What follows belongs to an exercise in optimizing a design on an open flow for a short achievable clock period and few clock cycles per item; a production flow would make more cautious choices. In this exercise RTL edits were held to simulation tests only and were not proved equivalent to the original. The flow treats the clock pin as an ideal source, which a real chip does not have. Power and IR drop assume default switching activity.

==> inputs of v13 <==
==> flow/design.v <==
`default_nettype none
package instr_stream_pkg;
    localparam int DEF_IWIDTH = 32;
    localparam int DEF_DEPTH  = 64;
    localparam int DEF_LW     = 8;
    typedef enum logic [0:0] {
        ST_IDLE   = 1'b0,
        ST_STREAM = 1'b1
    } state_t;
    function automatic int addr_bits(input int depth);
        addr_bits = (depth > 1) ? $clog2(depth) : 1;
    endfunction
endpackage
`default_nettype wire
`default_nettype none
module instr_mem
#(
    parameter int    IWIDTH    = instr_stream_pkg::DEF_IWIDTH,
    parameter int    DEPTH     = instr_stream_pkg::DEF_DEPTH,
    parameter int    AW        = instr_stream_pkg::addr_bits(DEPTH)
) (
    input  wire logic              t_clk,
    input  wire logic              i_wr_en,
    input  wire logic [AW-1:0]     i_wr_addr,
    input  wire logic [IWIDTH-1:0] i_wr_data,
    input  wire logic [DEPTH-1:0]  i_rd_sel,
    output logic      [IWIDTH-1:0] o_rd_data
);
    logic [DEPTH-1:0][IWIDTH-1:0] r_mem;
    always_ff @(posedge t_clk) begin
        for (int i = 0; i < DEPTH; i++)
            if (i_wr_en && (i_wr_addr == AW'(i))) r_mem[i] <= i_wr_data;
    end
    always_comb begin
        o_rd_data = '0;
        for (int i = 0; i < DEPTH; i++)
            o_rd_data = o_rd_data | ({IWIDTH{i_rd_sel[i]}} & r_mem[i]);
    end
endmodule
`default_nettype wire
`default_nettype none
module instr_stream
#(
    parameter int    IWIDTH    = instr_stream_pkg::DEF_IWIDTH,
    parameter int    DEPTH     = instr_stream_pkg::DEF_DEPTH,
    parameter int    AW        = instr_stream_pkg::addr_bits(DEPTH),
    parameter int    LW        = instr_stream_pkg::DEF_LW
) (
    input  wire logic              t_clk,
    input  wire logic              t_rst,
    input  wire logic              t_i_req,
    input  wire logic [AW-1:0]     t_i_base,
    input  wire logic [LW-1:0]     t_i_len,
    input  wire logic              t_i_abort,
    input  wire logic              t_i_ready,
    output logic      [IWIDTH-1:0] t_o_instr,
    output logic                   t_o_valid,
    output logic                   t_o_last,
    output logic                   t_o_busy,
    output logic                   t_o_err,
    input  wire logic              t_i_wr_en,
    input  wire logic [AW-1:0]     t_i_wr_addr,
    input  wire logic [IWIDTH-1:0] t_i_wr_data
);
    logic              r_busy;
    logic              r_valid;
    logic              r_last;
    logic              r_err;
    logic [LW-1:0]     r_rem;     
    logic [DEPTH-1:0]  r_ptr;     
    logic [IWIDTH-1:0] r_out;
    logic              w_load;    
    logic [IWIDTH-1:0] w_rd_data;
    assign w_load = r_busy && (!r_valid || t_i_ready);
    instr_mem #(
        .IWIDTH    (IWIDTH),
        .DEPTH     (DEPTH),
        .AW        (AW)
    ) u_mem (
        .t_clk     (t_clk),
        .i_wr_en   (t_i_wr_en && !r_busy),
        .i_wr_addr (t_i_wr_addr),
        .i_wr_data (t_i_wr_data),
        .i_rd_sel  (r_ptr),
        .o_rd_data (w_rd_data)
    );
    always_ff @(posedge t_clk) begin
        if (w_load) r_out <= w_rd_data;
    end
    always_ff @(posedge t_clk) begin
        if (!r_busy) begin
            for (int i = 0; i < DEPTH; i++) r_ptr[i] <= (t_i_base == AW'(i));
            r_rem <= t_i_len;
        end else if (w_load) begin
            r_ptr <= {r_ptr[DEPTH-2:0], r_ptr[DEPTH-1]};
            r_rem <= r_rem - LW'(1);
        end
    end
    always_ff @(posedge t_clk or negedge t_rst) begin
        if (!t_rst) begin
            r_busy  <= 1'b0;
            r_valid <= 1'b0;
            r_last  <= 1'b0;
            r_err   <= 1'b0;
        end else begin
            r_err <= (!r_busy && t_i_req && (t_i_len == '0)) || (r_busy && t_i_wr_en);
            if (!r_busy) begin
                r_busy <= t_i_req && (t_i_len != '0);
            end else if (t_i_abort) begin
                r_busy  <= 1'b0;
                r_valid <= 1'b0;
            end else if (!r_valid || t_i_ready) begin
                if (r_valid && r_last) begin
                    r_busy  <= 1'b0;
                    r_valid <= 1'b0;
                end else begin
                    r_valid <= 1'b1;
                    r_last  <= (r_rem == LW'(1));
                end
            end
        end
    end
    assign t_o_instr = r_out;
    assign t_o_valid = r_valid;
    assign t_o_last  = r_last;
    assign t_o_busy  = r_busy;
    assign t_o_err   = r_err;
endmodule
`default_nettype wire
==> flow/flow/run.sh <==
#!/bin/bash
# Layout flow: the standard synthesis unchanged, then the standard ORFS
# steps with cell sizing not tied to footprints, stronger port buffers, and a
# greedy gate-sizing pass on the worst setup paths after clock tree synthesis.
set -euo pipefail
here=$(pwd)
bash standard.sh synth > synth.log 2>&1
bash standard.sh MATCH_CELL_FOOTPRINT=0 \
    "BUFFER_PORTS_ARGS=-buffer_cell sky130_fd_sc_hd__buf_8" \
    "POST_CTS_TCL=$here/flow/post_cts.tcl" SIZER_ITERS=300 \
    finish > layout.log 2>&1
==> flow/flow/post_cts.tcl <==
# POST_CTS hook: size cells on the worst setup paths, then legalize again.
source [file join [file dirname [info script]] sizer.tcl]
log_cmd estimate_parasitics -placement
sz_run [expr {[info exists ::env(SIZER_ITERS)] ? $::env(SIZER_ITERS) : 300}]
detailed_placement
check_placement -verbose
log_cmd estimate_parasitics -placement
report_worst_slack -max
==> flow/flow/sizer.tcl <==
# Greedy path sizer: repeatedly takes the worst setup path and swaps the one
# cell on it (another drive strength of the same function) that helps most.
proc sz_alts {ref} {
  if {![regexp {^(sky130_fd_sc_hd__[a-z0-9]+)_([0-9]+)$} $ref -> base sz]} { return {} }
  if {[regexp {clkbuf|clkinv|dlygate|dlymetal|clkdly|probe|lpflow|conb|tap|fill|decap|diode} $base]} { return {} }
  set res {}
  foreach c [get_lib_cells ${base}_*] {
    set n [get_name $c]
    if {[regexp "^${base}_\[0-9\]+\$" $n] && $n ne $ref} { lappend res $n }
  }
  return $res
}
proc sz_reest {inst} {
  foreach pin [get_pins -of_objects $inst] {
    set net [get_nets -quiet -of_objects $pin]
    if {$net ne ""} { est::estimate_parasitic_net $net }
  }
}
proc sz_swap {inst cell} {
  replace_cell $inst $cell
  sz_reest $inst
}
proc sz_endpoint_slack {pin} {
  set pe [lindex [find_timing_paths -path_delay max -to $pin -group_path_count 1] 0]
  return [expr {[$pe slack] * 1e9}]
}
proc sz_wns {} {
  set pe [lindex [find_timing_paths -path_delay max -group_path_count 1 -sort_by_slack] 0]
  return [expr {[$pe slack] * 1e9}]
}
proc sz_run {iters} {
  set t0 [clock seconds]
  for {set it 0} {$it < $iters} {incr it} {
    set pe [lindex [find_timing_paths -path_delay max -group_path_count 1 -sort_by_slack] 0]
    set s0 [expr {[$pe slack] * 1e9}]
    set ep [$pe pin]
    set insts {}
    array unset seen
    foreach pin [[$pe path] pins] {
      set inst [$pin instance]
      if {$inst eq "NULL" || $inst eq ""} continue
      set n [get_full_name $inst]
      if {![info exists seen($n)]} { set seen($n) 1; lappend insts $inst }
    }
    set best_s $s0; set best_i ""; set best_c ""
    foreach inst $insts {
      set n [get_full_name $inst]
      set cur [get_property $inst ref_name]
      foreach alt [sz_alts $cur] {
        sz_swap $inst $alt
        set s [sz_endpoint_slack $ep]
        if {$s > $best_s + 0.001} {
          if {[sz_wns] >= [expr {min($s0, $s)} - 0.0005]} { set best_s $s; set best_i $inst; set best_c $alt }
        }
        sz_swap $inst $cur
      }
    }
    if {$best_i eq ""} { puts "sizer: no move at iter $it, wns [format %.3f $s0]"; break }
    sz_swap $best_i $best_c
    if {$it % 10 == 0} { puts "sizer: iter $it wns [format %.3f $s0] -> endpoint [format %.3f $best_s] ([get_full_name $best_i] -> $best_c) [expr [clock seconds]-$t0]s" }
  }
  puts "sizer: final wns [format %.3f [sz_wns]]"
}
==> flow/standard.sh <==
#!/bin/bash
# synth_recipe.tcl (not shown) runs the flow's synth.tcl, then flattens the netlist and writes it again
# the make line also repeats each setting of config.mk as NAME=value (left out here)
make -C /OpenROAD-flow-scripts/flow DESIGN_CONFIG=/design/flow/config.mk WORK_HOME=/design/flow/orfs CLKGATE_MAP_FILE= SYNTH_SCRIPT=/design/flow/synth_recipe.tcl "${@:-finish}"
==> flow/config.mk <==
export PLATFORM = sky130hd
export DESIGN_NAME = instr_stream
export DESIGN_NICKNAME = instr_stream
export VERILOG_FILES = /design/flow/design.v
export SDC_FILE = /design/flow/constraint.sdc
export NUM_CORES = 4
export LEC_CHECK = 0
export ABC_CLOCK_PERIOD_IN_PS = 1500
export CAP_MARGIN = 20
export CORE_MARGIN = 2
export CORE_UTILIZATION = 60
export PLACE_DENSITY = 0.8
export SETUP_SLACK_MARGIN = 2.5
export SLEW_MARGIN = 20
export TNS_END_PERCENT = 5
==> flow/constraint.sdc <==
create_clock -name core_clock -period 5.0 [get_ports {t_clk}]
set_input_delay 1.0000 -clock core_clock [delete_from_list [all_inputs] [get_ports {t_clk}]]
set_output_delay 1.0000 -clock core_clock [all_outputs]
set_load 0.01 [all_outputs]
==> v6: changes against v13 <==
==> flow/flow/run.sh (replaced) <==
#!/bin/bash
# Layout flow: the standard synthesis unchanged, then the standard ORFS
# steps with cell sizing not tied to footprints and stronger port buffers.
set -euo pipefail
bash standard.sh synth > synth.log 2>&1
bash standard.sh MATCH_CELL_FOOTPRINT=0 \
    "BUFFER_PORTS_ARGS=-buffer_cell sky130_fd_sc_hd__buf_8" \
    finish > layout.log 2>&1
Settings changed: CORE_UTILIZATION 60 to 40, PLACE_DENSITY 0.8 to not set, SETUP_SLACK_MARGIN 2.5 to 2.7, TNS_END_PERCENT 5 to 20.
removed: flow/flow/post_cts.tcl
removed: flow/flow/sizer.tcl
==> comparison table <==
quantity	v13	v6
Outcome	timing/DRC/antenna clean	timing/DRC/antenna clean
Gp weighted congestion	1.02	0.961
Die outline area	0.133 mm^2	0.198 mm^2
Overall power consumption	42.4 mW	42.9 mW
Share of the final layout cell area in multi-input gates	16.0%	14.9%
Slew at the pin with the worst max-slew slack	1.33 ns	1.12 ns
Final worst setup slack	2.04 ns	1.93 ns
Initial antenna violation count	25	27
Internal reg-to-reg setup slack	2.04 ns	1.93 ns
Number of fill cells in the layout	7,041	15,500
Origin of the worst min-delay path	t_i_wr_en	t_i_req
Met3 Resource Use GR	12.9%	7.37%
Routed wire per std cell	41.5 um	37.3 um
N_diodes	12	15
Multi-input logic cell count	1,439	1,470
Met2 WL	109,000 um	120,000 um
Non-filler instance count after layout	5,976	7,040
Pin count of the biggest net entering global routing	73	65
Post-DP Area	0.0808 mm^2	0.0823 mm^2
Internal	30.5 mW	30.9 mW
Testbench counts of v13, summed over its fixed seeds: cycles 20,017, beats 14,238.
Testbench counts of v6, summed over its fixed seeds: cycles 20,017, beats 14,238.

what the ideal ports hide:
No port has a modelled driver above. Below, the same layouts with a new extraction and two added sets of constraints. Step 1 (the two cells are an assumption about what drives the block):
set clk [get_ports {t_clk}]
set_driving_cell -lib_cell sky130_fd_sc_hd__clkbuf_16 $clk
set_driving_cell -lib_cell sky130_fd_sc_hd__buf_2 [delete_from_list [all_inputs] $clk]
Step 2 also shifts input and output timing later by t, the mid clock arrival at the registers, as if the neighbouring blocks saw the same clock. Slacks: ideal ports / drivers / drivers and shift; pairs: ideal ports / drivers.
| run | t, ns | setup slack, ns | pins driven straight from the clock port |
|---|---|---|---|
| v13 | 0.918 | 2.039 / 2.039 / 1.294 | 1 |
| v6 | 0.927 | 1.927 / 1.927 / 1.404 | 1 |
After both steps every run listed still meets setup and hold. The setup slack of v13, which loses most, moves by 0.000 ns with the drivers and by -0.745 ns with both steps.
